What follows belongs to an exercise in optimizing a design on an open flow for small area, a short achievable clock period and few clock cycles; a production flow would make more cautious choices. Where RTL was checked, it was by simulation tests only, not by an equivalence proof against the original. For runs 4 and 5, only the layout was checked, not whether the RTL still works. Power is estimated from default activity; no workload was simulated.

===== flow/config.mk =====
export PLATFORM = sky130hd
export DESIGN_NAME = escape_sequence_decoder
export DESIGN_NICKNAME = escape_sequence_decoder
export VERILOG_FILES = /design/flow/design.v
export SDC_FILE = /design/flow/constraint.sdc
export NUM_CORES = 4
export LEC_CHECK = 0
export CAP_MARGIN = 20
export CORE_MARGIN = 2
export CORE_UTILIZATION = 65
export CTS_BUF_LIST = sky130_fd_sc_hd__clkbuf_4 sky130_fd_sc_hd__clkbuf_8
export CTS_CLUSTER_SIZE = 30
export SETUP_SLACK_MARGIN = 4.6
export SLEW_MARGIN = 20

===== flow/constraint.sdc =====
create_clock -name core_clock -period 7.5 [get_ports {clk}]
set_input_delay 1.5000 -clock core_clock [delete_from_list [all_inputs] [get_ports {clk}]]
set_output_delay 1.5000 -clock core_clock [all_outputs]
set_load 0.01 [all_outputs]

===== flow/design.v =====
package esd_pkg;
  localparam logic [1:0] KIND_CHAR  = 2'd0;
  localparam logic [1:0] KIND_SLICE = 2'd1;
  localparam logic [1:0] KIND_ERROR = 2'd2;
  localparam logic [1:0] KIND_DONE  = 2'd3;
  localparam logic [1:0] NUM_OCT = 2'd0;
  localparam logic [1:0] NUM_X   = 2'd1;
  localparam logic [1:0] NUM_U   = 2'd2;
endpackage
import esd_pkg::*;
module escape_sequence_decoder (
  input  logic        clk,
  input  logic        rst,
  input  logic        chars_valid,
  output logic        chars_ready,
  input  logic [15:0] chars_char_code,
  input  logic        chars_end_of_string,
  output logic        results_valid,
  input  logic        results_ready,
  output logic [1:0]  results_kind,
  output logic [15:0] results_out_char,
  output logic [15:0] results_slice_start,
  output logic [15:0] results_slice_length,
  output logic [2:0]  results_error_code,
  output logic        results_last,
  input  logic        cfg_valid,
  output logic        cfg_ready,
  input  logic        cfg_interpolation_enable
);
  logic        h_valid;
  logic [15:0] h_c;
  logic        h_eos;
  logic        k_bs, k_lb, k_rb, k_oct, k_hex, k_esc, k_enum, k_eu;
  logic        s_valid;
  logic [15:0] s_c;
  logic        s_eos;
  logic        interp;
  logic        m_nrm, m_esc, m_num, m_brc, m_err;
  logic        n_oct;
  logic [1:0]  n_rem;
  logic        n_seen;
  logic [15:0] nb;
  logic [15:0] pos;
  logic [15:0] blen;
  logic        r_valid;
  logic [1:0]  r_kind;
  logic [15:0] r_data;      
  logic [2:0]  r_err;       
  logic        r_slice;     
  logic        r_slice2;    
  logic        r_last;
  logic        p_char;      
  logic        p_slice;     
  logic        p_err;       
  logic [1:0]  p_code;
  logic        p_done;      
  assign cfg_ready = 1'b1;
  assign chars_ready = !s_valid;
  assign results_valid = r_valid;
  assign results_kind = r_kind;
  assign results_last = r_last;
  assign results_out_char = r_data;
  assign results_error_code = r_err;
  assign results_slice_start = r_slice ? nb : 16'd0;
  assign results_slice_length = r_slice2 ? blen : 16'd0;
  logic [3:0]  dig;
  logic        dg;
  logic [15:0] nshift;
  logic [15:0] pos1;
  logic [15:0] blen1;
  logic [15:0] map;
  logic        pend;
  logic        resume;
  logic        a_has, a_err;
  logic [15:0] a_data;
  logic [2:0]  a_code;
  logic        b_has, c_has, d_has;
  logic [1:0]  d_code;
  logic        zero;
  logic        to_esc, to_num, to_brc, to_err, to_nrm;
  always_comb begin
    if (!h_c[6]) begin
      dig = h_c[3:0];
    end else begin
      case (h_c[2:0])
        3'd1: dig = 4'd10;
        3'd2: dig = 4'd11;
        3'd3: dig = 4'd12;
        3'd4: dig = 4'd13;
        3'd5: dig = 4'd14;
        default: dig = 4'd15;
      endcase
    end
    dg = n_oct ? k_oct : k_hex;
    nshift = n_oct ? {nb[12:0], h_c[2:0]} : {nb[11:0], dig};
    for (int i = 0; i < 16; i++) begin
      pos1[i] = pos[i] ^ (&(pos | ~(16'hFFFF >> (16 - i)))) | (&pos);
      blen1[i] = blen[i] ^ (&(blen | ~(16'hFFFF >> (16 - i)))) | (&blen);
    end
    map = h_c;
    if (h_c[6:0] == 7'h74) map = 16'h0009;
    else if (h_c[6:0] == 7'h6E) map = 16'h000A;
    else if (h_c[6:0] == 7'h72) map = 16'h000D;
    pend = p_char || p_slice || p_err || p_done;
    resume = m_num && !dg && n_seen;
    a_has = m_nrm && !k_bs || m_esc && !k_enum ||
            m_num && (!dg || n_rem == 2'd0) || m_brc;
    a_err = m_esc && !k_esc && !k_enum || m_num && !dg && !n_seen ||
            m_num && dg && n_rem == 2'd0 && n_oct && nb[5];
    if (m_esc) a_data = map;
    else if (m_num && dg) a_data = nshift;
    else if (m_num) a_data = nb;
    else a_data = h_c;
    a_code = m_esc ? 3'd2 : (dg ? 3'd4 : 3'd3);
    b_has = resume && !k_bs;
    c_has = m_brc && k_rb;
    to_esc = (m_nrm || resume) && k_bs;
    to_brc = (m_nrm || resume) && k_lb && interp || m_brc && !k_rb;
    to_num = m_esc && k_enum || m_num && dg && n_rem != 2'd0;
    to_err = m_err || a_err;
    to_nrm = !(to_esc || to_brc || to_num || to_err);
    d_has = h_eos && (to_esc || to_num || to_brc);
    d_code = to_esc ? 2'd1 : (to_num ? 2'd3 : 2'd0);
    zero = !(a_has || h_eos);
  end
  logic r_free;
  logic consume;
  logic accept;
  logic emit_b;
  assign r_free = !r_valid || results_ready;
  assign consume = r_free && h_valid && (!pend || zero && !p_slice);
  assign accept = chars_valid && !s_valid;
  assign emit_b = r_free && p_char;
  logic [15:0] in_c;
  logic        in_hi0;
  logic        in_oct;
  assign in_c = s_valid ? s_c : chars_char_code;
  assign in_hi0 = (in_c[15:7] == 9'd0);
  assign in_oct = in_hi0 && in_c[6:3] == 4'b0110;
  always_ff @(posedge clk) begin
    if (rst) begin
      h_valid <= 1'b0;
      s_valid <= 1'b0;
    end else if (consume) begin
      h_valid <= s_valid | accept;
      s_valid <= 1'b0;
    end else if (accept) begin
      h_valid <= 1'b1;
      s_valid <= h_valid;
    end
  end
  always_ff @(posedge clk) begin
    if (consume || !h_valid) begin
      h_c <= in_c;
      h_eos <= s_valid ? s_eos : chars_end_of_string;
      k_bs <= in_hi0 && in_c[6:0] == 7'h5C;
      k_lb <= in_hi0 && in_c[6:0] == 7'h7B;
      k_rb <= in_hi0 && in_c[6:0] == 7'h7D;
      k_oct <= in_oct;
      k_hex <= in_hi0 && (in_c[6:4] == 3'b011 && (!in_c[3] || in_c[2:1] == 2'b00) ||
                          in_c[6] && in_c[4:3] == 2'b00 && in_c[2:0] != 3'd0 && in_c[2:0] != 3'd7);
      k_esc <= in_hi0 && (in_c[6:0] == 7'h74 || in_c[6:0] == 7'h6E || in_c[6:0] == 7'h72 ||
                          in_c[6:0] == 7'h22 || in_c[6:0] == 7'h27 || in_c[6:0] == 7'h7B ||
                          in_c[6:0] == 7'h5C);
      k_enum <= in_oct || in_hi0 && (in_c[6:0] == 7'h78 || in_c[6:0] == 7'h58 ||
                                     in_c[6:0] == 7'h75 || in_c[6:0] == 7'h55);
      k_eu <= in_c[6:0] == 7'h75 || in_c[6:0] == 7'h55;
    end
    if (!s_valid) begin
      s_c <= chars_char_code;
      s_eos <= chars_end_of_string;
    end
  end
  always_ff @(posedge clk) begin
    if (rst) begin
      interp <= 1'b0;
    end else if (cfg_valid) begin
      interp <= cfg_interpolation_enable;
    end
  end
  always_ff @(posedge clk) begin
    if (rst) begin
      m_nrm <= 1'b1;
      m_esc <= 1'b0;
      m_num <= 1'b0;
      m_brc <= 1'b0;
      m_err <= 1'b0;
    end else if (consume) begin
      m_nrm <= to_nrm || h_eos;
      m_esc <= to_esc && !h_eos;
      m_num <= to_num && !h_eos;
      m_brc <= to_brc && !h_eos;
      m_err <= to_err && !h_eos;
    end
  end
  always_ff @(posedge clk) begin
    if (rst) begin
      pos <= 16'd0;
    end else if (consume && (h_eos || a_has && !a_err) || emit_b && !p_done) begin
      pos <= (h_eos && !p_char) ? 16'd0 : pos1;
    end
  end
  always_ff @(posedge clk) begin
    if (consume && (m_esc || m_num)) begin
      n_oct <= m_esc ? k_oct : n_oct;
      n_rem <= m_esc ? (k_eu ? 2'd3 : 2'd1) : n_rem - 2'd1;
      n_seen <= m_esc ? k_oct : 1'b1;
    end
    if (consume) begin
      blen <= m_brc ? blen1 : 16'd1;
    end
  end
  always_ff @(posedge clk) begin
    if (p_char ? (r_free && m_brc) : (consume && !m_brc)) begin
      if (p_char || !(m_esc || m_num)) nb <= pos;
      else if (m_esc) nb <= {13'd0, k_oct ? h_c[2:0] : 3'd0};
      else if (dg) nb <= nshift;
      else nb <= h_c;
    end
  end
  logic        nx_valid;
  logic [1:0]  nx_kind;
  logic [15:0] nx_data;
  logic [2:0]  nx_err;
  logic        nx_slice;
  logic        nx_last;
  always_comb begin
    nx_valid = 1'b1;
    nx_kind = KIND_DONE;
    nx_data = 16'd0;
    nx_err = 3'd0;
    nx_slice = 1'b0;
    nx_last = 1'b1;
    if (p_char) begin
      nx_kind = KIND_CHAR;
      nx_data = nb;
      nx_last = !(p_err || p_done);
    end else if (p_slice) begin
      nx_kind = KIND_SLICE;
      nx_slice = 1'b1;
      nx_last = !(p_err || p_done);
    end else if (p_err) begin
      nx_kind = KIND_ERROR;
      nx_err = {1'b0, p_code};
      nx_last = 1'b0;
    end else if (p_done) begin
      nx_kind = KIND_DONE;
    end else if (!h_valid || zero) begin
      nx_valid = 1'b0;
    end else if (a_has && a_err) begin
      nx_kind = KIND_ERROR;
      nx_err = a_code;
      nx_last = !h_eos;
    end else if (a_has) begin
      nx_kind = KIND_CHAR;
      nx_data = a_data;
      nx_last = !(b_has || c_has || h_eos);
    end else if (d_has) begin
      nx_kind = KIND_ERROR;
      nx_err = {1'b0, d_code};
      nx_last = 1'b0;
    end
  end
  always_ff @(posedge clk) begin
    if (rst) begin
      r_valid <= 1'b0;
    end else if (r_free) begin
      r_valid <= nx_valid;
    end
  end
  always_ff @(posedge clk) begin
    if (rst) begin
      r_slice2 <= 1'b0;
    end else if (r_free) begin
      r_slice2 <= nx_slice;
    end
  end
  always_ff @(posedge clk) begin
    if (r_free) begin
      r_kind <= nx_kind;
      r_data <= nx_data;
      r_err <= nx_err;
      r_slice <= nx_slice;
      r_last <= nx_last;
    end
  end
  always_ff @(posedge clk) begin
    if (rst) begin
      p_char <= 1'b0;
      p_slice <= 1'b0;
      p_err <= 1'b0;
      p_done <= 1'b0;
    end else if (r_free) begin
      if (p_char) begin
        p_char <= 1'b0;
      end else if (p_slice) begin
        p_slice <= 1'b0;
      end else if (p_err) begin
        p_err <= 1'b0;
      end else if (p_done) begin
        p_done <= 1'b0;
      end else if (h_valid && !zero) begin
        if (a_has) begin
          p_char <= b_has;
          p_slice <= c_has;
          p_err <= d_has;
          p_done <= h_eos;
        end else begin
          p_done <= d_has;
        end
      end
    end
  end
  always_ff @(posedge clk) begin
    if (r_free && !pend) p_code <= d_code;
  end
endmodule

===== flow/flow/run.sh =====
#!/bin/bash
# The standard layout, with every port buffered by a plain buffer (buf_4 on outputs and
# inputs) instead of the resizer's default pick, a slow delay cell.
set -euo pipefail
export BUFFER_PORTS_ARGS="-buffer_cell sky130_fd_sc_hd__buf_4"
bash standard.sh > standard.log 2>&1

===== flow/standard.sh =====
#!/bin/bash
# synth_recipe.tcl (not shown) runs the flow's synth.tcl, then flattens the netlist and writes it again
# the make line also repeats each setting of config.mk as NAME=value (left out here)
make -C /OpenROAD-flow-scripts/flow DESIGN_CONFIG=/design/flow/config.mk WORK_HOME=/design/flow/orfs CLKGATE_MAP_FILE= SYNTH_SCRIPT=/design/flow/synth_recipe.tcl "${@:-finish}"

==> metrics.log, run 1 <==
[metrics] Final Skew: approximately 0.011 ns
[metrics] Root Buffer: sky130_fd_sc_hd__clkbuf_8
[metrics] count of antenna-violating nets left after detailed routing: 0
[metrics] Cell Count, Final, Fillers Out: between 900 and 1000
[metrics] number of synthesized flops with an enable pin: 86
[metrics] routed vias: roughly 5800
[metrics] die height: 107 microns
[metrics] width of the chip: between 100 and 150 microns
[metrics] number of remaining DRC errors: 0
[metrics] GRT Resource Usage Total: 30.7%
[metrics] mean instance size in the synthesized netlist: 9.59 sq um
[metrics] fillcell total: 730
[metrics] Post-Syn Nets: approximately 760
[metrics] clock sink count: 133
[metrics] Final Hold Violating Endpoints: 0
[metrics] # diodes: 0
[metrics] number of global-route vias before repair: ~5400
[metrics] Primary FF master, synth: sky130_fd_sc_hd__edfxtp_1
[metrics] Max transition margin: 30.1%
[metrics] Max Transition Viols Final: 0
[metrics] Initial DRC Count: 644
[metrics] DRT Pass-1 Iters: 5
[metrics] proportion of layout cells with a drive suffix above 1: around a fifth
[metrics] cts bufs inserted: 17
[metrics] register bit total from synthesis: 133
[metrics] highest net fanout along the worst path: 8
[metrics] final weighted congestion in routability-driven placement: 0.908
[metrics] CP required: 6.00 ns
[metrics] worst-case vdd ir drop: 207 uV
[metrics] YS warnings: 1
[metrics] final worst path period share: 37.9%
[metrics] via-per-instance ratio: 6.23
[metrics] CTS H-tree lvls: 4
[metrics] startpoint kind of the worst setup timing path: flip-flop
[metrics] status: complete, no violations
[metrics] source-to-sink clock delay at the later pin of the worst-skew pair: 0.44 ns
[metrics] P&R area growth vs syn: 15.7%
[metrics] initial antenna violation count: 0
[metrics] count of cell types in the netlist: 73
[metrics] power per cell area: about 210 nW/um^2
[metrics] max capacitance violation total: 0
[metrics] clock tree from TritonCTS: built
[metrics] final routed wirelength across all metal layers: 16900 microns
[metrics] quantity of I/O buffers inserted on ports: 78
[metrics] endpoint arrival time on the critical path: 1.34 ns
[metrics] Critical Path End Type: primary output
[metrics] remaining global-route overflow: 0
[metrics] critical path class: reg -> out
[metrics] clock period minus final worst setup slack: approximately 2.8 ns
[metrics] Layout Nets: 818
[metrics] area of the mapped netlist: between 6000 and 7000 sq um
[metrics] pin slew with the least headroom to its limit: 1.05 ns
[metrics] Mapped Cells: 725
[metrics] Async S/R FF share, synth: 0%
[metrics] placed cell count: 896
[metrics] wire length of the first global-routing pass: 27300 microns
[metrics] core footprint: 10400 sq um
[metrics] number of top-level design ports: 80
[metrics] die footprint: 11500 sq um
[metrics] Setup Viol. Count Final: 0
[metrics] unrepaired setup endpoints after global routing: false
[metrics] maximum clock frequency: ~0.35 GHz
[metrics] Min-Delay Path Class: reg -> reg
[metrics] largest net degree at the start of global routing: 31
[metrics] drt wl/cell: between 15 and 20 microns
[metrics] number of cell rows: 37
[metrics] fraction of the yosys area taken by sequential cells: 50.7%
[metrics] Reg clk slew, reported paths: ~0.07 ns
[metrics] deepest clock path buffer count: 2
[metrics] sum of negative setup slack: 0 ns
[metrics] Initial Utilization: 67.0%
[metrics] LEAKAGE: 3.03 nW
[metrics] Final HPWL DP: 11900 microns
synth_stat cells (all sizes together), types with 2 or more instances:
| library cell | count | area (sq um) |
|---|---|---|
| nor2b | 19 | 119 |
| and3 | 8 | 50.1 |
| or2 | 3 | 18.8 |
| a32oi | 4 | 35.0 |
| a31o | 2 | 17.5 |
| o211ai | 5 | 37.5 |
| xnor2 | 7 | 61.3 |
| a32o | 6 | 60.1 |
| o21ai | 37 | 196 |
| a21oi | 63 | 319 |
| inv | 22 | 82.6 |
| nand4 | 4 | 25.0 |
| buf | 14 | 81.3 |
| o22ai | 4 | 25.0 |
| xor2 | 2 | 17.5 |
| nor3b | 2 | 15.0 |
| edfxtp | 86 | 2580 |
| and2 | 34 | 215 |
| nand2b | 16 | 100 |
| clkbuf | 31 | 118 |
| ha | 9 | 113 |
| nand2 | 79 | 297 |
| o32ai | 3 | 26.3 |
| o21a | 8 | 60.1 |
| mux2i | 8 | 83.8 |
| nor2 | 58 | 218 |
| a211oi | 11 | 82.6 |
| a21boi | 9 | 67.6 |
| or3 | 7 | 43.8 |
| a31oi | 6 | 37.5 |
| a22o | 2 | 17.5 |
| nor3 | 36 | 211 |
| dfxtp | 47 | 941 |
| mux2 | 12 | 135 |
| o31ai | 11 | 82.6 |
| nor4 | 7 | 58.8 |
| a2111oi | 2 | 17.5 |
| nand3 | 19 | 95.1 |
path summary, 6_finish.rpt:
check	startpoint	depth (start not counted)	slack, ns	end
worst max register to register	n_oct	7	4.80	r_last
worst min-delay path	m_err	2	0.48	m_err
worst min register to register	m_err	2	0.48	m_err
worst max-delay path	r_slice	3	4.66	results_slice_start[10]
report_power, final:
group          switching (W)  internal [W]  leakage, nW
registers          0.0000482      0.000842         1.28
clock network       0.000291      0.000296        0.192
logic               0.000135     0.0000882         1.56
cell usage in the layout (no fill, tap or decap), types with 18 or more instances in the layout:
cell type and n:
sky130_fd_sc_hd__nor2_1 58, sky130_fd_sc_hd__nand2_1 78, sky130_fd_sc_hd__a21oi_1 60, sky130_fd_sc_hd__buf_4 84, sky130_fd_sc_hd__edfxtp_1 86, sky130_fd_sc_hd__dfxtp_1 46
sky130_fd_sc_hd__nor3_1 31, sky130_fd_sc_hd__o21ai_0 21, sky130_fd_sc_hd__nor2b_1 18, sky130_fd_sc_hd__inv_1 20, sky130_fd_sc_hd__nand3_1 19, sky130_fd_sc_hd__and2_1 33
routing by layer:
layer	global-route usage (%)	wire length (microns)	up-vias
li1	-	-	2759
met1	42.7	7240	2704
met2	46.4	7720	328
met3	6.48	1420	37
met4	14.2	554	0
met5	0	0	-
area by class of cell:
type / instances / area [sq um] / share of cell area (%)
repair inverters: 1 / 7.51 / 0.0934
inverters: 22 / 93.8 / 1.17
multi-input cells: 525 / 3200 / 39.8
repair buffers: 86 / 647 / 8.05
clock buffers: 17 / 234 / 2.91
well taps: 136 / 170 / 2.12
flip-flops and latches: 133 / 3520 / 43.8
clock inverters: 15 / 159 / 1.98
repair_timing:
| item | CTS | global route |
|---|---|---|
| hold buffers | 0 | 0 |
| pin swaps | 0 | 0 |
| buffers inserted | 4 | 2 |
| cloned | 1 | 0 |
| endpoints found under the setup margin | 92 | 41 |
| endpoints found under the hold margin | 0 | 0 |
| resized for setup | 9 | 5 |
kinds of logic after synthesis:
| logic type | synth area share (%) |
|---|---|
| AO/OA/AOI/OAI | 17.5 |
| XOR/XNOR | 1.13 |
| adder cells (fa/ha/maj) | 1.62 |
| buffers and inverters | 4.05 |
| flip-flops | 50.7 |
| multiplexers | 3.15 |
| other | 0.0540 |
| AND/OR/NAND/NOR | 21.8 |
state kept, by name, summed over array words and instances (netlist names), 2 cells and up:
| register | cells |
|---|---|
| h_c | 16 |
| r_data | 16 |
| blen | 16 |
| nb | 16 |
| n_rem | 2 |
| r_kind | 2 |
| pos | 16 |
| s_c | 16 |
| p_code | 2 |
| r_err | 3 |
critical path, stage by stage, from the launching register on:
cell and delay [ns]:
sky130_fd_sc_hd__edfxtp_1 0.42, sky130_fd_sc_hd__buf_2 0.19, sky130_fd_sc_hd__and2_1 0.16, sky130_fd_sc_hd__buf_4 0.14
metrics by stage:
stage | instance area (sq um) | utilization (%) | power [W] | setup WS, ns | hold WS (ns)
floorplan | 6990 | - | 0.00104 | 4.61 | 0.437
global placement | 7540 | 72.7 | 0.00111 | 3.63 | 0.451
detailed placement | 7540 | 72.7 | 0.00112 | 3.56 | 0.463
CTS | 8000 | 77.2 | 0.00170 | 4.62 | 0.481
global route | 8040 | 77.5 | 0.00176 | 4.60 | 0.514
finish | 8040 | 77.5 | 0.00170 | 4.66 | 0.479
Testbench counts, summed over its fixed seeds: cycles 30,784.
==> run 2: changes to the inputs <==
--- a/flow/config.mk
+++ b/flow/config.mk
@@ -11,4 +11,4 @@
 export CTS_BUF_LIST = sky130_fd_sc_hd__clkbuf_4 sky130_fd_sc_hd__clkbuf_8
 export CTS_CLUSTER_SIZE = 30
-export SETUP_SLACK_MARGIN = 4.6
+export SETUP_SLACK_MARGIN = 4.7
 export SLEW_MARGIN = 20
==> run 2 against run 1 <==
Against the previous run: fmax rose by 1.9%; largest power group unchanged; via count fell by 1.0%; final area fell by 0.22%; critical endpoint is now results_slice_start[5]; clock power fell by 6.6%; die area did not move; non-clock buffer count fell by 2; highest routed layer unchanged.
==> metrics.log, run 2 <==
[metrics] startpoint kind of the worst setup timing path: flip-flop (unchanged)
[metrics] cts bufs inserted: 17 (unchanged)
[metrics] # diodes: 0 (unchanged)
[metrics] endpoint arrival time on the critical path: 1.29 ns (was 1.34 ns)
[metrics] Root Buffer: sky130_fd_sc_hd__clkbuf_8 (unchanged)
[metrics] die footprint: 11500 sq um (unchanged)
[metrics] Async S/R FF share, synth: 0% (unchanged)
[metrics] worst-case vdd ir drop: 141 uV (was 207 uV)
[metrics] flip-flop and latch area: 3520 sq um (unchanged)
[metrics] largest net degree at the start of global routing: 31 (unchanged)
[metrics] pin slew with the least headroom to its limit: 0.831 ns (was 1.05 ns)
[metrics] clock sink count: 133 (unchanged)
[metrics] sum of negative setup slack: 0 ns (unchanged)
[metrics] cell accounting for the most synthesized area: sky130_fd_sc_hd__edfxtp_1 (unchanged)
[metrics] final worst path period share: 37.2% (was 37.9%)
[metrics] final routed wirelength across all metal layers: 16700 microns (was 16900 microns)
[metrics] fillcell total: 712 (was 730)
[metrics] width of the chip: 107 microns (unchanged)
[metrics] fraction of the yosys area taken by sequential cells: 50.7% (unchanged)
[metrics] most common cell in the synthesized netlist: sky130_fd_sc_hd__edfxtp_1 (unchanged)
[metrics] leading cell types in the layout, fill and taps excluded: 86 x sky130_fd_sc_hd__edfxtp_1, 82 x sky130_fd_sc_hd__buf_4, 77 x sky130_fd_sc_hd__nand2_1 (was 86 x sky130_fd_sc_hd__edfxtp_1, 84 x sky130_fd_sc_hd__buf_4, 78 x sky130_fd_sc_hd__nand2_1)
[metrics] Initial Utilization: 67.0% (unchanged)
[metrics] GRT Resource Usage Total: 30.2% (was 30.7%)
[metrics] status: complete, no violations (unchanged)
[metrics] critical path class: reg -> out (unchanged)
[metrics] CP required: 6.00 ns (about the same)
[metrics] clock period minus final worst setup slack: 2.79 ns (was 2.84 ns)
[metrics] leading post-synthesis cells by instance count: 86 x sky130_fd_sc_hd__edfxtp_1, 79 x sky130_fd_sc_hd__nand2_1, 62 x sky130_fd_sc_hd__a21oi_1 (unchanged)
[metrics] Critical Path End Type: primary output (unchanged)
[metrics] core footprint: 10400 sq um (unchanged)
[metrics] drt wl/cell: 17.9 microns (was 18.1 microns)
[metrics] area taken by multi-input logic gates: 3210 sq um (was 3200 sq um)
[metrics] Final Skew: 0.00899 ns (was 0.0109 ns)
[metrics] source-to-sink clock delay at the later pin of the worst-skew pair: 0.44 ns (about the same)
[metrics] Post-CTS Hold Fix Bufs: 0 (unchanged)
[metrics] overall power consumption: 0.00166 W (was 0.00170 W)
[metrics] power per cell area: 207 nW/um^2 (was 212 nW/um^2)
[metrics] Final Hold Violating Endpoints: 0 (unchanged)
[metrics] quantity of I/O buffers inserted on ports: 78 (unchanged)
[metrics] Max Transition Viols Final: 0 (unchanged)
[metrics] number of synthesized flops with an enable pin: 86 (unchanged)
[metrics] via-per-instance ratio: 6.18 (was 6.23)
[metrics] Mapped Cells: 725 (unchanged)
[metrics] P&R area growth vs syn: 15.4% (was 15.7%)
[metrics] clock tree from TritonCTS: built (unchanged)
[metrics] startpoint of the most critical register-to-register path: k_oct (was n_oct)
[metrics] proportion of layout cells with a drive suffix above 1: 19.7% (was 19.8%)
[metrics] final weighted congestion in routability-driven placement: 0.944 (was 0.908)
[metrics] largest cells by area after synthesis: sky130_fd_sc_hd__edfxtp_1 37%, sky130_fd_sc_hd__dfxtp_1 14%, sky130_fd_sc_hd__a21oi_1 4.5% (unchanged)
[metrics] deepest clock path buffer count: 2 (unchanged)
[metrics] remaining global-route overflow: 0 (unchanged)
[metrics] Layout Nets: 816 (was 818)
[metrics] area of the mapped netlist: 6950 sq um (unchanged)
[metrics] number of top-level design ports: 80 (unchanged)
[metrics] area share of the largest cell type after synthesis: 37.2% (unchanged)
[metrics] Primary FF master, synth: sky130_fd_sc_hd__edfxtp_1 (unchanged)
[metrics] LEAKAGE: 3.01 nW (was 3.03 nW)
[metrics] DRT Pass-1 Iters: 5 (unchanged)
[metrics] routed vias: 5769 (was 5828)
[metrics] YS warnings: 1 (unchanged)
[metrics] initial antenna violation count: 0 (unchanged)
[metrics] Reg clk slew, reported paths: 0.07 ns (about the same)
[metrics] Initial DRC Count: 856 (was 644)
[metrics] CTS H-tree lvls: 4 (unchanged)
[metrics] highest net fanout along the worst path: 6 (was 8)
[metrics] Max transition margin: 43.2% (was 30.1%)
[metrics] wire length of the first global-routing pass: 26800 microns (was 27300 microns)
[metrics] number of cell rows: 37 (unchanged)
[metrics] worst setup path start: nb[5] (was r_slice)
[metrics] number of remaining DRC errors: 0 (unchanged)
[metrics] Setup Viol. Count Final: 0 (unchanged)
[metrics] count of antenna-violating nets left after detailed routing: 0 (unchanged)
[metrics] source of the worst hold timing path: s_eos (was m_err)
[metrics] register bit total from synthesis: 133 (unchanged)
[metrics] number of global-route vias before repair: 5216 (was 5434)
[metrics] max capacitance violation total: 0 (unchanged)
[metrics] die height: 107 microns (unchanged)
[metrics] most common library cell in the layout ignoring fill and taps: sky130_fd_sc_hd__edfxtp_1 (unchanged)
[metrics] Min-Delay Path Class: reg -> reg (unchanged)
[metrics] unrepaired setup endpoints after global routing: true (was false)
[metrics] mean instance size in the synthesized netlist: 9.59 sq um (unchanged)
[metrics] maximum clock frequency: 0.359 GHz (was 0.352 GHz)
[metrics] count of cell types in the netlist: 73 (unchanged)
[metrics] Final HPWL DP: 11500 microns (was 11900 microns)
[metrics] Post-Syn Nets: 757 (unchanged)
==> run 2: power breakdown <==
group / switching, W / internal [W] / total, W
registers: 0.0000469 / 0.000842 / 0.000889
clock network: 0.000278 / 0.000271 / 0.000549
logic: 0.000135 / 0.0000891 / 0.000224
==> run 2: metal layers <==
metal | wire length (microns) | vias up | GRT usage [%]
met5 | 0 | - | 0
met4 | 305 | 0 | 10.2
met3 | 1340 | 34 | 5.57
met2 | 7750 | 300 | 46.2
met1 | 7300 | 2680 | 43.8
li1 | - | 2755 | -
==> run 2: kinds of logic after synthesis <==
family / after synthesis / synth area share (%)
fa+ha+maj: 9 / 1.62
other cells: 1 / 0.0540
buf+inv: 67 / 4.05
mux: 20 / 3.15
flops: 133 / 50.7
xor+xnor: 9 / 1.13
simple gates: 298 / 21.8
compound gates: 188 / 17.5
==> run 2: cell type report <==
| type | count | area share, % |
|---|---|---|
| Sequential cell | 133 | 43.9 |
| Tap cell | 136 | 2.12 |
| Clock inverter | 13 | 1.36 |
| Multi-Input combinational cell | 525 | 40.1 |
| Timing Repair Buffer | 84 | 8.06 |
| Timing Repair inverter | 1 | 0.0936 |
| Inverter | 22 | 1.17 |
| Clock buffer | 19 | 3.18 |
==> run 2: stage by stage <==
| step | setup slack (ns) | utilization (%) | hold slack [ns] | area [sq um] | cells |
|---|---|---|---|---|---|
| 3_3_place_gp | 3.75 | 72.9 | 0.454 | 7560 | 897 |
| 5_1_grt | 4.66 | 77.4 | 0.500 | 8020 | 933 |
| 4_1_cts | 4.69 | 77.0 | 0.492 | 7980 | 933 |
| 2_1_floorplan | 4.70 | - | 0.437 | 7000 | 725 |
| 3_5_place_dp | 3.60 | 72.9 | 0.472 | 7560 | 897 |
| 6_report | 4.71 | 77.4 | 0.491 | 8020 | 933 |
==> run 2: worst max-delay path: stages, from the launching register on <==
cell	delay, ns
sky130_fd_sc_hd__edfxtp_1	0.50
sky130_fd_sc_hd__and2_1	0.20
sky130_fd_sc_hd__buf_4	0.14
==> run 2: what timing repair did <==
| action | CTS | global route |
|---|---|---|
| setup buffers | 3 | 0 |
| cloned | 1 | 0 |
| resized for setup | 9 | 7 |
| setup endpoints to repair | 127 | 86 |
==> run 2: worst paths after layout <==
path | cells after the start | slack, ns | end
worst min-delay path | 1 | 0.49 | s_eos
worst min register to register | 1 | 0.49 | s_eos
worst max register to register | 6 | 4.84 | r_last
worst max-delay path | 2 | 4.71 | results_slice_start[5]
==> run 3: changes to the inputs <==
--- a/flow/config.mk
+++ b/flow/config.mk
@@ -8,5 +8,5 @@
 export CAP_MARGIN = 20
 export CORE_MARGIN = 2
-export CORE_UTILIZATION = 65
+export CORE_UTILIZATION = 60
 export CTS_BUF_LIST = sky130_fd_sc_hd__clkbuf_4 sky130_fd_sc_hd__clkbuf_8
 export CTS_CLUSTER_SIZE = 30
==> run 3 against run 2 <==
Against the previous run: count of clock-buffer cells in the layout is 3 higher; critical endpoint is now results_slice_start[10]; combinational power up 3%; largest cell class unchanged; clock power increased by 19%; largest power group unchanged; highest routed layer unchanged; clock skew rose by 0.0016 ns; core utilization shrank 5.1 points; sequential power about the same; still clean.
==> metrics.log, run 3 <==
[metrics] number of synthesized flops with an enable pin: 86 (unchanged)
[metrics] area fraction in compound gates after synthesis: 17.5% (unchanged)
[metrics] Min-Delay Path Depth: 2 (was 1)
[metrics] Setup Viol. Count Final: 0 (unchanged)
[metrics] Critical Path, Cell by Cell: buf_6 > and2_1 > buf_6 (was and2_1 > buf_4)
[metrics] via-per-instance ratio: 6.17 (was 6.18)
[metrics] endpoint arrival time on the critical path: 1.32 ns (was 1.29 ns)
[metrics] mean instance size in the synthesized netlist: 9.59 sq um (unchanged)
[metrics] power per cell area: 216 nW/um^2 (was 207 nW/um^2)
[metrics] core footprint: 11400 sq um (was 10400 sq um)
[metrics] Mapped Cells: 725 (unchanged)
[metrics] largest net degree at the start of global routing: 31 (unchanged)
[metrics] max capacitance violation total: 0 (unchanged)
[metrics] Min-Delay Path Class: reg -> reg (unchanged)
[metrics] clock tree from TritonCTS: built (unchanged)
[metrics] startpoint of the most critical register-to-register path: n_rem[0] (was k_oct)
[metrics] CTS H-tree lvls: 4 (unchanged)
[metrics] Async S/R FF share, synth: 0% (unchanged)
[metrics] mux cell area share after synthesis: 3.15% (unchanged)
[metrics] DRT Pass-1 Iters: 5 (unchanged)
[metrics] Root Buffer: sky130_fd_sc_hd__clkbuf_8 (unchanged)
[metrics] critical path class: reg -> out (unchanged)
[metrics] simple-gate area share of the yosys netlist: 21.8% (unchanged)
[metrics] P&R area growth vs syn: 18.2% (was 15.4%)
[metrics] proportion of layout cells with a drive suffix above 1: 21.7% (was 19.7%)
[metrics] highest net fanout along the worst path: 8 (was 6)
[metrics] Initial Utilization: 61.1% (was 67.0%)
[metrics] area of the mapped netlist: 6950 sq um (unchanged)
[metrics] Final Skew: 0.0106 ns (was 0.00899 ns)
[metrics] final weighted congestion in routability-driven placement: 0.917 (was 0.944)
[metrics] worst-case vdd ir drop: 164 uV (was 141 uV)
[metrics] clock sink count: 133 (unchanged)
[metrics] Post-Syn Nets: 757 (unchanged)
[metrics] critical path's slowest cell: sky130_fd_sc_hd__edfxtp_1 (unchanged)
[metrics] Initial DRC Count: 641 (was 856)
[metrics] number of remaining DRC errors: 0 (unchanged)
[metrics] # diodes: 0 (unchanged)
[metrics] count of cell types in the netlist: 73 (unchanged)
[metrics] Primary FF master, synth: sky130_fd_sc_hd__edfxtp_1 (unchanged)
[metrics] leading post-synthesis cells by instance count: 86 x sky130_fd_sc_hd__edfxtp_1, 79 x sky130_fd_sc_hd__nand2_1, 62 x sky130_fd_sc_hd__a21oi_1 (unchanged)
[metrics] Critical Path End Type: primary output (unchanged)
[metrics] hold-critical path endpoint: pos[1] (was s_eos)
[metrics] overall power consumption: 0.00178 W (was 0.00166 W)
[metrics] fraction of the yosys area taken by sequential cells: 50.7% (unchanged)
[metrics] initial antenna violation count: 0 (unchanged)
[metrics] post-synthesis share of cell area spent on full adders, half adders and majority gates: 1.62% (unchanged)
[metrics] GRT Resource Usage Total: 28.0% (was 30.2%)
[metrics] sum of negative setup slack: 0 ns (unchanged)
[metrics] maximum clock frequency: 0.355 GHz (was 0.359 GHz)
[metrics] end of the worst register-to-register path: nb[2] (was r_last)
[metrics] clock period minus final worst setup slack: 2.82 ns (was 2.79 ns)
[metrics] die height: 112 microns (was 107 microns)
[metrics] cts bufs inserted: 17 (unchanged)
[metrics] area share of the largest cell type after synthesis: 37.2% (unchanged)
[metrics] pin slew with the least headroom to its limit: 1.05 ns (was 0.831 ns)
[metrics] most common cell in the synthesized netlist: sky130_fd_sc_hd__edfxtp_1 (unchanged)
[metrics] quantity of I/O buffers inserted on ports: 78 (unchanged)
[metrics] drt wl/cell: 18.2 microns (was 17.9 microns)
[metrics] Final HPWL DP: 11900 microns (was 11500 microns)
[metrics] Max Transition Viols Final: 0 (unchanged)
[metrics] deepest clock path buffer count: 2 (unchanged)
[metrics] leading cell types in the layout, fill and taps excluded: 86 x sky130_fd_sc_hd__edfxtp_1, 78 x sky130_fd_sc_hd__nand2_1, 70 x sky130_fd_sc_hd__buf_4 (was 86 x sky130_fd_sc_hd__edfxtp_1, 82 x sky130_fd_sc_hd__buf_4, 77 x sky130_fd_sc_hd__nand2_1)
[metrics] Layout Nets: 820 (was 816)
[metrics] wire length of the first global-routing pass: 27600 microns (was 26800 microns)
[metrics] count of antenna-violating nets left after detailed routing: 0 (unchanged)
[metrics] routed vias: 5826 (was 5769)
[metrics] Final Hold Violating Endpoints: 0 (unchanged)
[metrics] startpoint kind of the worst setup timing path: flip-flop (unchanged)
[metrics] Max transition margin: 30.3% (was 43.2%)
[metrics] number of cell rows: 39 (was 37)
[metrics] source-to-sink clock delay at the later pin of the worst-skew pair: 0.44 ns (about the same)
[metrics] Buffers & Inverters on Critical Path: 2 (was 1)
[metrics] width of the chip: 112 microns (was 107 microns)
[metrics] cell with the most instances on the worst path: sky130_fd_sc_hd__buf_6
[metrics] crit-path leading delay family: flip-flops (unchanged)
[metrics] register bit total from synthesis: 133 (unchanged)
[metrics] most common library cell in the layout ignoring fill and taps: sky130_fd_sc_hd__edfxtp_1 (unchanged)
[metrics] Reg clk slew, reported paths: 0.07 ns (about the same)
[metrics] final worst path period share: 37.6% (was 37.2%)
[metrics] setup slack on the worst flop-to-flop path: 4.85 ns (was 4.84 ns)
[metrics] remaining global-route overflow: 0 (unchanged)
[metrics] worst reg2reg path depth: 7 (was 6)
[metrics] final routed wirelength across all metal layers: 17200 microns (was 16700 microns)
[metrics] dominant combinational cell family by area after synthesis: simple AND/OR/NAND/NOR gates (unchanged)
[metrics] die footprint: 12500 sq um (was 11500 sq um)
[metrics] cell accounting for the most synthesized area: sky130_fd_sc_hd__edfxtp_1 (unchanged)
[metrics] largest cells by area after synthesis: sky130_fd_sc_hd__edfxtp_1 37%, sky130_fd_sc_hd__dfxtp_1 14%, sky130_fd_sc_hd__a21oi_1 4.5% (unchanged)
[metrics] minimum hold slack: 0.491 ns (about the same)
[metrics] YS warnings: 1 (unchanged)
[metrics] number of top-level design ports: 80 (unchanged)
[metrics] CP required: 6.00 ns (about the same)
[metrics] maximum cell stage delay along the critical path: 0.43 ns (was 0.50 ns)
[metrics] status: complete, no violations (unchanged)
[metrics] source of the worst hold timing path: pos[1] (was s_eos)
[metrics] fillcell total: 845 (was 712)
[metrics] unrepaired setup endpoints after global routing: true (unchanged)
[metrics] area share of xor/xnor cells in the synthesized design: 1.13% (unchanged)
[metrics] LEAKAGE: 3.12 nW (was 3.01 nW)
[metrics] number of global-route vias before repair: 5300 (was 5216)
-- run 3: cell counts after synthesis --
No cell type changed its count.
-- run 3: per-stage QoR --
| stage | setup WS [ns] | area [sq um] | instances | utilization (%) |
|---|---|---|---|---|
| 6_report | 4.68 | 8220 | 944 | 72.3 |
| 2_1_floorplan | 4.70 | 7000 | 725 | - |
| 5_1_grt | 4.64 | 8220 | 944 | 72.3 |
| 3_3_place_gp | 3.73 | 7560 | 903 | 66.5 |
| 4_1_cts | 4.66 | 8070 | 941 | 71.0 |
| 3_5_place_dp | 3.65 | 7560 | 903 | 66.5 |
-- run 3: worst max-delay path by stage --
stage                              end          start  depth (start not counted)  slack [ns]
4_1_cts        results_slice_start[14]        r_slice                          3        4.66
3_5_place_dp                   pos[14]  results_ready                          8        3.65
2_1_floorplan                   pos[6]  results_ready                          9        4.70
6_report       results_slice_start[10]        r_slice                          3        4.68
3_3_place_gp                   pos[14]  results_ready                          8        3.73
5_1_grt        results_slice_start[10]        r_slice                          3        4.64
-- run 3: routing by layer --
metal | global-route usage (%) | wire length [microns] | part of all wire [%] | vias up
met5 | 0 | 0 | 0 | -
met1 | 39.9 | 7360 | 43 | 2686
met2 | 40.0 | 7530 | 44 | 330
met4 | 14.5 | 701 | 4.1 | 0
li1 | - | - | - | 2769
met3 | 6.53 | 1590 | 9.2 | 41
-- run 3: logic make-up after synthesis --
family	count (synthesis)
multiplexers	20
other	1
flip-flops	133
AO/OA/AOI/OAI	188
AND/OR/NAND/NOR	298
buffers and inverters	67
XOR/XNOR	9
adder cells (fa/ha/maj)	9
-- run 3: worst reg2reg max path, delay by kind of cell, from the launching register on --
kind / cells / cell delay, ns
compound gates: 2 / 1.02
simple gates: 3 / 0.65
flops: 1 / 0.34
fa+ha+maj: 1 / 0.21
buf+inv: 1 / 0.04
-- run 3: layout make-up --
cell class,count,area (sq um),share of cell area [%]
Clock buffer,22,284,3.46
Clock inverter,10,151,1.84
Inverter,22,93.8,1.14
Multi-Input combinational cell,525,3230,39.3
Sequential cell,133,3530,43.0
Tap cell,143,179,2.18
Timing Repair Buffer,88,737,8.97
Timing Repair inverter,1,7.51,0.0914
-- run 3: what timing repair did --
action | 4_1_cts | 5_1_grt
setup buffers | 5 | 3
resized for setup | 11 | 37
endpoints found under the setup margin | 129 | 92
hold buffers | 0 | 0
cloned | 1 | 0
pin swaps | 0 | 0
-- run 3: report_power, final --
group	total (W)	internal [W]	leakage [nW]	switching, W
clock network	0.000656	0.000388	0.231	0.000267
logic	0.000230	0.0000942	1.61	0.000136
registers	0.000892	0.000842	1.28	0.0000496
total	0.00178	0.00132	3.12	0.000453
==> run 4: changes to the inputs <==
--- a/flow/design.v
+++ b/flow/design.v
@@ -49,4 +49,5 @@
   logic        r_slice;     
   logic        r_slice2;    
+  logic        r_slice3;    
   logic        r_last;
   logic        p_char;      
@@ -62,5 +63,5 @@
   assign results_out_char = r_data;
   assign results_error_code = r_err;
-  assign results_slice_start = r_slice ? nb : 16'd0;
+  assign results_slice_start = {r_slice3 ? nb[15:8] : 8'd0, r_slice ? nb[7:0] : 8'd0};
   assign results_slice_length = r_slice2 ? blen : 16'd0;
   logic [3:0]  dig;
@@ -272,6 +273,8 @@
     if (rst) begin
       r_slice2 <= 1'b0;
+      r_slice3 <= 1'b1;
     end else if (r_free) begin
       r_slice2 <= nx_slice;
+      r_slice3 <= nx_slice;
     end
   end
--- a/flow/config.mk
+++ b/flow/config.mk
@@ -8,7 +8,7 @@
 export CAP_MARGIN = 20
 export CORE_MARGIN = 2
-export CORE_UTILIZATION = 60
+export CORE_UTILIZATION = 65
 export CTS_BUF_LIST = sky130_fd_sc_hd__clkbuf_4 sky130_fd_sc_hd__clkbuf_8
 export CTS_CLUSTER_SIZE = 30
-export SETUP_SLACK_MARGIN = 4.7
+export SETUP_SLACK_MARGIN = 4.6
 export SLEW_MARGIN = 20
==> run 4 against run 3 <==
Against the previous run: die area is 6.9% lower; sequential cell count grew 1; global-route usage is 3.5 points higher; core utilization grew 5.8 points; synthesized area rose by 0.54%; synthesized cell count up 1.2%; clock skew up 0.0017 ns; clock power is 15% lower; sequential power down 1%; combinational power is 18% lower; critical path depth fell by 1; critical path type unchanged; highest routed layer unchanged.
==> metrics.log, run 4 <==
[metrics] status: complete, no violations (unchanged)
[metrics] worst-case vdd ir drop: 212 uV (was 164 uV)
[metrics] # diodes: 0 (unchanged)
[metrics] P&R area growth vs syn: 15.9% (was 18.2%)
[metrics] width of the chip: 108 microns (was 112 microns)
[metrics] leading post-synthesis cells by instance count: 86 x sky130_fd_sc_hd__edfxtp_1, 74 x sky130_fd_sc_hd__nand2_1, 64 x sky130_fd_sc_hd__a21oi_1 (was 86 x sky130_fd_sc_hd__edfxtp_1, 79 x sky130_fd_sc_hd__nand2_1, 62 x sky130_fd_sc_hd__a21oi_1)
[metrics] Root Buffer: sky130_fd_sc_hd__clkbuf_8 (unchanged)
[metrics] number of synthesized flops with an enable pin: 86 (unchanged)
[metrics] Max Transition Viols Final: 0 (unchanged)
[metrics] hold-critical path endpoint: s_eos (was pos[1])
[metrics] sequential share of power: 54.1% (was 50.2%)
[metrics] Layout Nets: 832 (was 820)
[metrics] power per cell area: 201 nW/um^2 (was 216 nW/um^2)
[metrics] Mapped Cells: 734 (was 725)
[metrics] DRT Pass-1 Iters: 5 (unchanged)
[metrics] unrepaired setup endpoints after global routing: false (was true)
[metrics] Reg clk slew, reported paths: 0.07 ns (about the same)
[metrics] final worst path period share: 38.2% (was 37.6%)
[metrics] drt wl/cell: 18.3 microns (was 18.2 microns)
[metrics] maximum clock frequency: 0.349 GHz (was 0.355 GHz)
[metrics] CTS H-tree lvls: 4 (unchanged)
[metrics] Post-CTS Hold Fix Bufs: 0 (unchanged)
[metrics] proportion of layout cells with a drive suffix above 1: 18.6% (was 21.7%)
[metrics] final routed wirelength across all metal layers: 17400 microns (was 17200 microns)
[metrics] area of the mapped netlist: 6990 sq um (was 6950 sq um)
[metrics] leading cell types in the layout, fill and taps excluded: 86 x sky130_fd_sc_hd__edfxtp_1, 84 x sky130_fd_sc_hd__buf_4, 72 x sky130_fd_sc_hd__nand2_1 (was 86 x sky130_fd_sc_hd__edfxtp_1, 78 x sky130_fd_sc_hd__nand2_1, 70 x sky130_fd_sc_hd__buf_4)
[metrics] Final Skew: 0.0124 ns (was 0.0106 ns)
[metrics] end of the worst register-to-register path: h_c[2] (was nb[2])
[metrics] mean instance size in the synthesized netlist: 9.52 sq um (was 9.59 sq um)
[metrics] Cell Count, Final, Fillers Out: 949 (was 944)
[metrics] min setup slack post-route: 4.64 ns (was 4.68 ns)
[metrics] endpoint arrival time on the critical path: 1.36 ns (was 1.32 ns)
[metrics] critical path class: reg -> out (unchanged)
[metrics] Primary FF master, synth: sky130_fd_sc_hd__edfxtp_1 (unchanged)
[metrics] quantity of I/O buffers inserted on ports: 78 (unchanged)
[metrics] via-per-instance ratio: 6.37 (was 6.17)
[metrics] startpoint kind of the worst setup timing path: flip-flop (unchanged)
[metrics] placed cell count: 909 (was 903)
[metrics] fraction of the yosys area taken by sequential cells: 50.7% (about the same)
[metrics] GRT Resource Usage Total: 31.4% (was 28.0%)
[metrics] clock tree from TritonCTS: built (unchanged)
[metrics] LEAKAGE: 3.04 nW (was 3.12 nW)
[metrics] highest net fanout along the worst path: 8 (unchanged)
[metrics] fraction of power consumed by the clock network: 34.3% (was 36.9%)
[metrics] most common cell in the synthesized netlist: sky130_fd_sc_hd__edfxtp_1 (unchanged)
[metrics] source of the worst hold timing path: s_eos (was pos[1])
[metrics] net switching power figure: 0.000424 W (was 0.000453 W)
[metrics] core footprint: 10400 sq um (was 11400 sq um)
[metrics] Setup Viol. Count Final: 0 (unchanged)
[metrics] setup slack on the worst flop-to-flop path: 4.78 ns (was 4.85 ns)
[metrics] count of cell types in the netlist: 66 (was 73)
[metrics] source-to-sink clock delay at the later pin of the worst-skew pair: 0.46 ns (was 0.44 ns)
[metrics] register bit total from synthesis: 134 (was 133)
[metrics] Final HPWL DP: 11900 microns (about the same)
[metrics] largest net degree at the start of global routing: 33 (was 31)
[metrics] Max transition margin: 34.1% (was 30.3%)
[metrics] Final Hold Violating Endpoints: 0 (unchanged)
[metrics] deepest clock path buffer count: 2 (unchanged)
[metrics] startpoint of the most critical register-to-register path: m_brc (was n_rem[0])
[metrics] Initial DRC Count: 912 (was 641)
[metrics] clock sink count: 134 (was 133)
[metrics] Async S/R FF share, synth: 0% (unchanged)
[metrics] Net Sw Frac: 26.1% (was 25.5%)
[metrics] routed vias: 6048 (was 5826)
[metrics] wire length of the first global-routing pass: 28000 microns (was 27600 microns)
[metrics] final weighted congestion in routability-driven placement: 0.915 (was 0.917)
[metrics] Min-Delay Path Depth: 1 (was 2)
[metrics] max capacitance violation total: 0 (unchanged)
[metrics] remaining global-route overflow: 0 (unchanged)
[metrics] cell accounting for the most synthesized area: sky130_fd_sc_hd__edfxtp_1 (unchanged)
[metrics] Setup Slack @ Placement: 3.41 ns (was 3.65 ns)
[metrics] number of remaining DRC errors: 0 (unchanged)
[metrics] cts bufs inserted: 17 (unchanged)
[metrics] Critical Path End Type: primary output (unchanged)
[metrics] YS warnings: 1 (unchanged)
[metrics] pin slew with the least headroom to its limit: 0.988 ns (was 1.05 ns)
[metrics] most common library cell in the layout ignoring fill and taps: sky130_fd_sc_hd__edfxtp_1 (unchanged)
[metrics] Min-Delay Path Class: reg -> reg (unchanged)
[metrics] worst reg2reg path depth: 5 (was 7)
[metrics] clock period minus final worst setup slack: 2.86 ns (was 2.82 ns)
[metrics] die height: 108 microns (was 112 microns)
[metrics] CP required: 6.00 ns (about the same)
[metrics] Post-Syn Nets: 766 (was 757)
[metrics] internal power summed over all cells: 0.00120 W (was 0.00132 W)
[metrics] number of global-route vias before repair: 5580 (was 5300)
[metrics] initial antenna violation count: 0 (unchanged)
[metrics] Initial Utilization: 67.4% (was 61.1%)
[metrics] die footprint: 11600 sq um (was 12500 sq um)
[metrics] count of antenna-violating nets left after detailed routing: 0 (unchanged)
[metrics] area share of the largest cell type after synthesis: 37.0% (was 37.2%)
[metrics] number of cell rows: 37 (was 39)
[metrics] sum of negative setup slack: 0 ns (unchanged)
[metrics] largest cells by area after synthesis: sky130_fd_sc_hd__edfxtp_1 37%, sky130_fd_sc_hd__dfxtp_1 14%, sky130_fd_sc_hd__a21oi_1 4.6% (was sky130_fd_sc_hd__edfxtp_1 37%, sky130_fd_sc_hd__dfxtp_1 14%, sky130_fd_sc_hd__a21oi_1 4.5%)
[metrics] number of top-level design ports: 80 (unchanged)
[metrics] portion of total power attributed to combinational logic: 11.6% (was 12.9%)
==> run 4: worst max-delay path, stage by stage, from the launching register on <==
cell	delay, ns
sky130_fd_sc_hd__edfxtp_1	0.51
sky130_fd_sc_hd__and2_1	0.25
sky130_fd_sc_hd__buf_4	0.15
==> run 4: what timing repair did <==
action	4_1_cts	5_1_grt
resized for setup	6	4
pin swaps	0	1
setup buffers	5	2
hold endpoints to repair	0	0
setup endpoints to repair	97	54
cloned	0	1
==> run 4: layout make-up <==
class	instances	area [sq um]
clock buffers	18	241
multi-input cells	531	3230
repair buffers	86	666
inverters	29	125
clock inverters	14	116
well taps	136	170
flip-flops and latches	134	3550
repair inverters	1	5.00
fillers	725	2270
==> run 4: logic make-up (layout without fill, tap and decap cells) <==
kind of cell             count (synthesis)  count (layout)  share of synthesized area, %
AO/OA/AOI/OAI                          202             202                          18.3
XOR/XNOR                                11              11                          1.38
adder cells (fa/ha/maj)                  9               9                          1.61
buffers and inverters                   69             148                          4.17
flip-flops                             134             134                          50.7
multiplexers                            21              21                          3.40
other                                    1               1                        0.0537
AND/OR/NAND/NOR                        287             287                          20.4
==> run 4: how the worst max path moves through the flow <==
stage	from	to	slack, ns	cells past startpoint
6_report	r_slice	results_slice_start[3]	4.64	2
5_1_grt	chars_char_code[10]	k_lb	4.61	7
4_1_cts	results_ready	pos[3]	4.60	8
3_5_place_dp	results_ready	pos[3]	3.41	8
3_3_place_gp	results_ready	pos[3]	3.56	8
2_1_floorplan	chars_char_code[10]	k_lb	4.59	6
==> run 4: power groups by stage <==
| stage | registers (W) | clock network [W] | logic [W] |
|---|---|---|---|
| floorplan | 0.000878 | 0 | 0.000121 |
| global placement | 0.000890 | 0 | 0.000172 |
| detailed placement | 0.000893 | 0 | 0.000178 |
| CTS | 0.000877 | 0.000565 | 0.000182 |
| global route | 0.000883 | 0.000593 | 0.000205 |
| finish | 0.000879 | 0.000557 | 0.000188 |
==> run 4: stage by stage <==
step | hold slack [ns] | area, sq um | total power (W) | utilization [%]
4_1_cts | 0.491 | 8050 | 0.00162 | 77.6
3_5_place_dp | 0.464 | 7630 | 0.00107 | 73.6
3_3_place_gp | 0.456 | 7630 | 0.00106 | 73.6
5_1_grt | 0.510 | 8100 | 0.00168 | 78.1
2_1_floorplan | 0.438 | 7050 | 0.000999 | -
6_report | 0.486 | 8100 | 0.00162 | 78.1
==> run 4: routing by layer <==
layer	global-route usage, %	vias to the layer above	routed length [microns]
li1	-	2827	-
met1	43.2	2842	7380
met2	49.2	337	8090
met3	6.84	42	1490
met4	11.8	0	420
met5	0	-	0
==> run 5: changes to the inputs <==
--- a/flow/design.v
+++ b/flow/design.v
@@ -33,4 +33,5 @@
   logic        k_bs, k_lb, k_rb, k_oct, k_hex, k_esc, k_enum, k_eu;
   logic        s_valid;
+  logic        s_rdy;       
   logic [15:0] s_c;
   logic        s_eos;
@@ -49,5 +50,4 @@
   logic        r_slice;     
   logic        r_slice2;    
-  logic        r_slice3;    
   logic        r_last;
   logic        p_char;      
@@ -57,5 +57,5 @@
   logic        p_done;      
   assign cfg_ready = 1'b1;
-  assign chars_ready = !s_valid;
+  assign chars_ready = s_rdy;
   assign results_valid = r_valid;
   assign results_kind = r_kind;
@@ -63,5 +63,5 @@
   assign results_out_char = r_data;
   assign results_error_code = r_err;
-  assign results_slice_start = {r_slice3 ? nb[15:8] : 8'd0, r_slice ? nb[7:0] : 8'd0};
+  assign results_slice_start = r_slice ? nb : 16'd0;
   assign results_slice_length = r_slice2 ? blen : 16'd0;
   logic [3:0]  dig;
@@ -130,6 +130,10 @@
   logic emit_b;
   assign r_free = !r_valid || results_ready;
-  assign consume = r_free && h_valid && (!pend || zero && !p_slice);
-  assign accept = chars_valid && !s_valid;
+  logic go_rdy, go_wait;
+  assign go_rdy = h_valid && (!pend || zero && !p_slice);
+  assign go_wait = h_valid && (r_valid ? (zero && !p_char && !p_slice && !r_slice)
+                                       : (!pend || zero && !p_slice));
+  assign consume = results_ready ? go_rdy : go_wait;
+  assign accept = chars_valid && s_rdy;
   assign emit_b = r_free && p_char;
   logic [15:0] in_c;
@@ -143,10 +147,13 @@
       h_valid <= 1'b0;
       s_valid <= 1'b0;
+      s_rdy <= 1'b1;
     end else if (consume) begin
       h_valid <= s_valid | accept;
       s_valid <= 1'b0;
+      s_rdy <= 1'b1;
     end else if (accept) begin
       h_valid <= 1'b1;
       s_valid <= h_valid;
+      s_rdy <= !h_valid;
     end
   end
@@ -273,8 +280,6 @@
     if (rst) begin
       r_slice2 <= 1'b0;
-      r_slice3 <= 1'b1;
     end else if (r_free) begin
       r_slice2 <= nx_slice;
-      r_slice3 <= nx_slice;
     end
   end
--- a/flow/config.mk
+++ b/flow/config.mk
@@ -8,7 +8,5 @@
 export CAP_MARGIN = 20
 export CORE_MARGIN = 2
-export CORE_UTILIZATION = 65
-export CTS_BUF_LIST = sky130_fd_sc_hd__clkbuf_4 sky130_fd_sc_hd__clkbuf_8
-export CTS_CLUSTER_SIZE = 30
-export SETUP_SLACK_MARGIN = 4.6
+export CORE_UTILIZATION = 40
+export SETUP_SLACK_MARGIN = 4.5
 export SLEW_MARGIN = 20
==> run 5 against run 4 <==
Against the previous run: sequential cell count unchanged; cell count increased by 9.4%; wire length increased by 5.8%; count of clock-buffer cells in the layout decreased by 1; critical path depth increased by 6; total power increased by 18%; synthesized cell count decreased by 0.41%; synthesized area increased by 0.43%; core utilization decreased by 28 points.
==> metrics.log, run 5 <==
[metrics] max capacitance violation total: 0 (unchanged)
[metrics] Min-Delay Path Class: reg -> reg (unchanged)
[metrics] DRT Pass-1 Iters: 6 (was 5)
[metrics] Placed Instance Area: 7720 sq um (was 7630 sq um)
[metrics] number of remaining DRC errors: 0 (unchanged)
[metrics] final weighted congestion in routability-driven placement: 0.856 (was 0.915)
[metrics] Reg clk slew, reported paths: 0.06 ns (was 0.07 ns)
[metrics] cell accounting for the most synthesized area: sky130_fd_sc_hd__edfxtp_1 (unchanged)
[metrics] final worst path period share: 38.7% (was 38.2%)
[metrics] remaining global-route overflow: 0 (unchanged)
[metrics] startpoint kind of the worst setup timing path: input port (was flip-flop)
[metrics] power per cell area: 224 nW/um^2 (was 201 nW/um^2)
[metrics] largest cells by area after synthesis: sky130_fd_sc_hd__edfxtp_1 37%, sky130_fd_sc_hd__dfxtp_1 14%, sky130_fd_sc_hd__nand2_1 4.4% (was sky130_fd_sc_hd__edfxtp_1 37%, sky130_fd_sc_hd__dfxtp_1 14%, sky130_fd_sc_hd__a21oi_1 4.6%)
[metrics] routed vias: 5838 (was 6048)
[metrics] most common library cell in the layout ignoring fill and taps: sky130_fd_sc_hd__buf_4 (was sky130_fd_sc_hd__edfxtp_1)
[metrics] width of the chip: 136 microns (was 108 microns)
[metrics] Setup Slack @ Placement: 3.39 ns (was 3.41 ns)
[metrics] register bit total from synthesis: 134 (unchanged)
[metrics] Final Skew: 0.0171 ns (was 0.0124 ns)
[metrics] # diodes: 0 (unchanged)
[metrics] Min-Delay Path Depth: 1 (unchanged)
[metrics] worst-case vdd ir drop: 173 uV (was 212 uV)
[metrics] LEAKAGE: 3.19 nW (was 3.04 nW)
[metrics] Initial Utilization: 40.7% (was 67.4%)
[metrics] quantity of I/O buffers inserted on ports: 78 (unchanged)
[metrics] Critical Path End Type: flip-flop (was primary output)
[metrics] Root Buffer: sky130_fd_sc_hd__clkbuf_16 (was sky130_fd_sc_hd__clkbuf_8)
[metrics] critical path class: in -> reg (was reg -> out)
[metrics] leading post-synthesis cells by instance count: 86 x sky130_fd_sc_hd__edfxtp_1, 82 x sky130_fd_sc_hd__nand2_1, 60 x sky130_fd_sc_hd__a21oi_1 (was 86 x sky130_fd_sc_hd__edfxtp_1, 74 x sky130_fd_sc_hd__nand2_1, 64 x sky130_fd_sc_hd__a21oi_1)
[metrics] Setup Viol. Count Final: 0 (unchanged)
[metrics] P&R area growth vs syn: 22.1% (was 15.9%)
[metrics] Layout Nets: 832 (unchanged)
[metrics] mean instance size in the synthesized netlist: 9.60 sq um (was 9.52 sq um)
[metrics] leading cell types in the layout, fill and taps excluded: 92 x sky130_fd_sc_hd__buf_4, 86 x sky130_fd_sc_hd__edfxtp_1, 81 x sky130_fd_sc_hd__nand2_1 (was 86 x sky130_fd_sc_hd__edfxtp_1, 84 x sky130_fd_sc_hd__buf_4, 72 x sky130_fd_sc_hd__nand2_1)
[metrics] cts bufs inserted: 17 (unchanged)
[metrics] count of antenna-violating nets left after detailed routing: 0 (unchanged)
[metrics] min setup slack post-route: 4.60 ns (was 4.64 ns)
[metrics] YS warnings: 1 (unchanged)
[metrics] largest net degree at the start of global routing: 32 (was 33)
[metrics] initial antenna violation count: 0 (unchanged)
[metrics] area share of the largest cell type after synthesis: 36.8% (was 37.0%)
[metrics] highest net fanout along the worst path: 16 (was 8)
[metrics] unrepaired setup endpoints after global routing: false (unchanged)
[metrics] source of the worst hold timing path: s_eos (unchanged)
[metrics] CP required: 7.67 ns (was 6.00 ns)
[metrics] number of synthesized flops with an enable pin: 86 (unchanged)
[metrics] via-per-instance ratio: 5.62 (was 6.37)
[metrics] pin slew with the least headroom to its limit: 0.910 ns (was 0.988 ns)
[metrics] hold-critical path endpoint: s_eos (unchanged)
[metrics] Max transition margin: 39.2% (was 34.1%)
[metrics] maximum clock frequency: 0.344 GHz (was 0.349 GHz)
[metrics] clock period minus final worst setup slack: 2.90 ns (was 2.86 ns)
[metrics] Initial DRC Count: 529 (was 912)
[metrics] startpoint of the most critical register-to-register path: m_brc (unchanged)
[metrics] GRT Resource Usage Total: 20.1% (was 31.4%)
[metrics] overall power consumption: 0.00192 W (was 0.00162 W)
[metrics] wire length of the first global-routing pass: 28800 microns (was 28000 microns)
[metrics] die footprint: 18600 sq um (was 11600 sq um)
[metrics] clock tree from TritonCTS: built (unchanged)
[metrics] end of the worst register-to-register path: r_data[5] (was h_c[2])
[metrics] Primary FF master, synth: sky130_fd_sc_hd__edfxtp_1 (unchanged)
[metrics] CTS H-tree lvls: 4 (unchanged)
[metrics] Post-Syn Nets: 763 (was 766)
[metrics] most common cell in the synthesized netlist: sky130_fd_sc_hd__edfxtp_1 (unchanged)
[metrics] worst reg2reg path depth: 6 (was 5)
[metrics] fraction of the yosys area taken by sequential cells: 50.5% (was 50.7%)
[metrics] area of the mapped netlist: 7020 sq um (was 6990 sq um)
[metrics] Final HPWL DP: 12600 microns (was 11900 microns)
[metrics] Async S/R FF share, synth: 0% (unchanged)
[metrics] deepest clock path buffer count: 2 (unchanged)
[metrics] count of cell types in the netlist: 69 (was 66)
[metrics] drt wl/cell: 17.7 microns (was 18.3 microns)
[metrics] number of top-level design ports: 80 (unchanged)
[metrics] number of cell rows: 48 (was 37)
[metrics] Post-Layout Inst Area: 8570 sq um (was 8100 sq um)
[metrics] source-to-sink clock delay at the later pin of the worst-skew pair: 0.42 ns (was 0.46 ns)
[metrics] sum of negative setup slack: 0 ns (unchanged)
[metrics] setup slack on the worst flop-to-flop path: 4.67 ns (was 4.78 ns)
[metrics] proportion of layout cells with a drive suffix above 1: 20.3% (was 18.6%)
[metrics] clock sink count: 134 (unchanged)
[metrics] core footprint: 17200 sq um (was 10400 sq um)
[metrics] Final Hold Violating Endpoints: 0 (unchanged)
[metrics] final routed wirelength across all metal layers: 18400 microns (was 17400 microns)
[metrics] endpoint arrival time on the critical path: 3.07 ns (was 1.36 ns)
[metrics] status: complete, no violations (unchanged)
[metrics] Mapped Cells: 731 (was 734)
[metrics] Max Transition Viols Final: 0 (unchanged)
[metrics] number of global-route vias before repair: 5380 (was 5580)
[metrics] die height: 136 microns (was 108 microns)
run 5: cell count changes in the layout (fill, tap and decap cells not counted), sizes merged, moves of 5 or more:
cell    change
a211oi      +6
clkinv      -5
o21ai      -10
a22o        -5
xnor2       -5
buf        +10
a21oi       -5
nand2       +8
run 5: logic make-up after synthesis:
logic type      synth area share (%)
simple gates                    21.0
compound gates                  18.2
flops                           50.5
buf+inv                         4.33
mux                             3.07
xor+xnor                        1.25
fa+ha+maj                       1.60
other cells                   0.0534
run 5: routing by layer:
layer	routed length [microns]	track usage, %	part of all wire [%]	vias to the layer above
met2	8210	29.3	45	229
li1	-	-	-	2826
met4	454	7.64	2.5	0
met1	8420	29.4	46	2755
met5	0	0	0	-
met3	1310	4.03	7.1	28
run 5: worst max path at each step:
stage	from	end	slack, ns	cells after the start
detailed placement	results_ready	pos[13]	3.39	8
global route	results_ready	nb[15]	4.52	6
finish	results_ready	nb[15]	4.60	8
global placement	results_ready	pos[13]	3.43	8
floorplan	results_ready	nb[0]	4.29	6
CTS	r_slice	results_slice_start[13]	4.52	2
run 5: timing repair:
item / 4_1_cts / 5_1_grt
setup endpoints to repair: 92 / 62
gates cloned: 1 / 0
hold buffers: 0 / 0
buffers inserted: 7 / 8
pin swaps: 3 / 1
resized for setup: 4 / 5
run 5: critical path, cell delays in order:
cell,delay (ns)
sky130_fd_sc_hd__buf_4,0.11
sky130_fd_sc_hd__nor2b_2,0.34
sky130_fd_sc_hd__o21ai_0,0.15
sky130_fd_sc_hd__and4_1,0.24
sky130_fd_sc_hd__o21ai_4,0.29
sky130_fd_sc_hd__buf_4,0.18
sky130_fd_sc_hd__o31ai_4,0.07
sky130_fd_sc_hd__buf_12,0.18
run 5: final cells by class:
cell class,instances,area [sq um]
flip-flops and latches,134,3540
repair buffers,96,771
well taps,225,282
inverters,25,97.6
multi-input cells,526,3250
fillers,1572,8670
clock inverters,15,200
clock buffers,17,425
run 5: metrics by stage:
step | std cells | utilization, % | hold WS, ns
floorplan | 731 | - | 0.446
global placement | 990 | 44.8 | 0.468
detailed placement | 990 | 44.8 | 0.475
CTS | 1030 | 49.2 | 0.489
global route | 1038 | 49.7 | 0.498
finish | 1038 | 49.7 | 0.485
run 5: power breakdown:
| part | leakage, nW | switching [W] | internal [W] |
|---|---|---|---|
| sequential | 1.30 | 0.0000360 | 0.000826 |
| combinational | 1.59 | 0.0000961 | 0.0000759 |
| clock | 0.299 | 0.000325 | 0.000558 |

what the ideal ports hide:
No port has a modelled driver above. Below, the same layouts with a new extraction and two added sets of constraints. Step 1 (the two cells are an assumption about what drives the block):
set clk [get_ports {clk}]
set_driving_cell -lib_cell sky130_fd_sc_hd__clkbuf_16 $clk
set_driving_cell -lib_cell sky130_fd_sc_hd__buf_2 [delete_from_list [all_inputs] $clk]
Step 2 times the ports against the registers' clock, not the clock port: input delays grow and output delays shrink by t, the midpoint of the rising clock arrivals with the driver on. Slacks: ideal / step 1 / step 2; pairs: ideal / step 1.
run	t, ns	setup WS [ns]	hold slack, ns	slew at the worst register clock pin (ns)	worst slew at a driven data input, ns
run 1	0.471	4.659 / 4.625 / 4.226	0.479 / 0.479 / 0.479	0.08 / 0.08	0.04
run 2	0.475	4.712 / 4.676 / 4.328	0.491 / 0.491 / 0.491	0.08 / 0.08	0.04
run 3	0.474	4.682 / 4.647 / 4.375	0.491 / 0.491 / 0.491	0.08 / 0.08	0.04
run 4	0.482	4.636 / 4.603 / 4.247	0.486 / 0.486 / 0.486	0.08 / 0.08	0.04
run 5	0.452	4.596 / 4.608 / 4.156	0.485 / 0.485 / 0.485	0.06 / 0.06	0.03
After both steps every run listed still meets setup and hold. The setup slack of run 5, which loses most, moves by +0.012 ns with the drivers and by -0.440 ns with both steps.
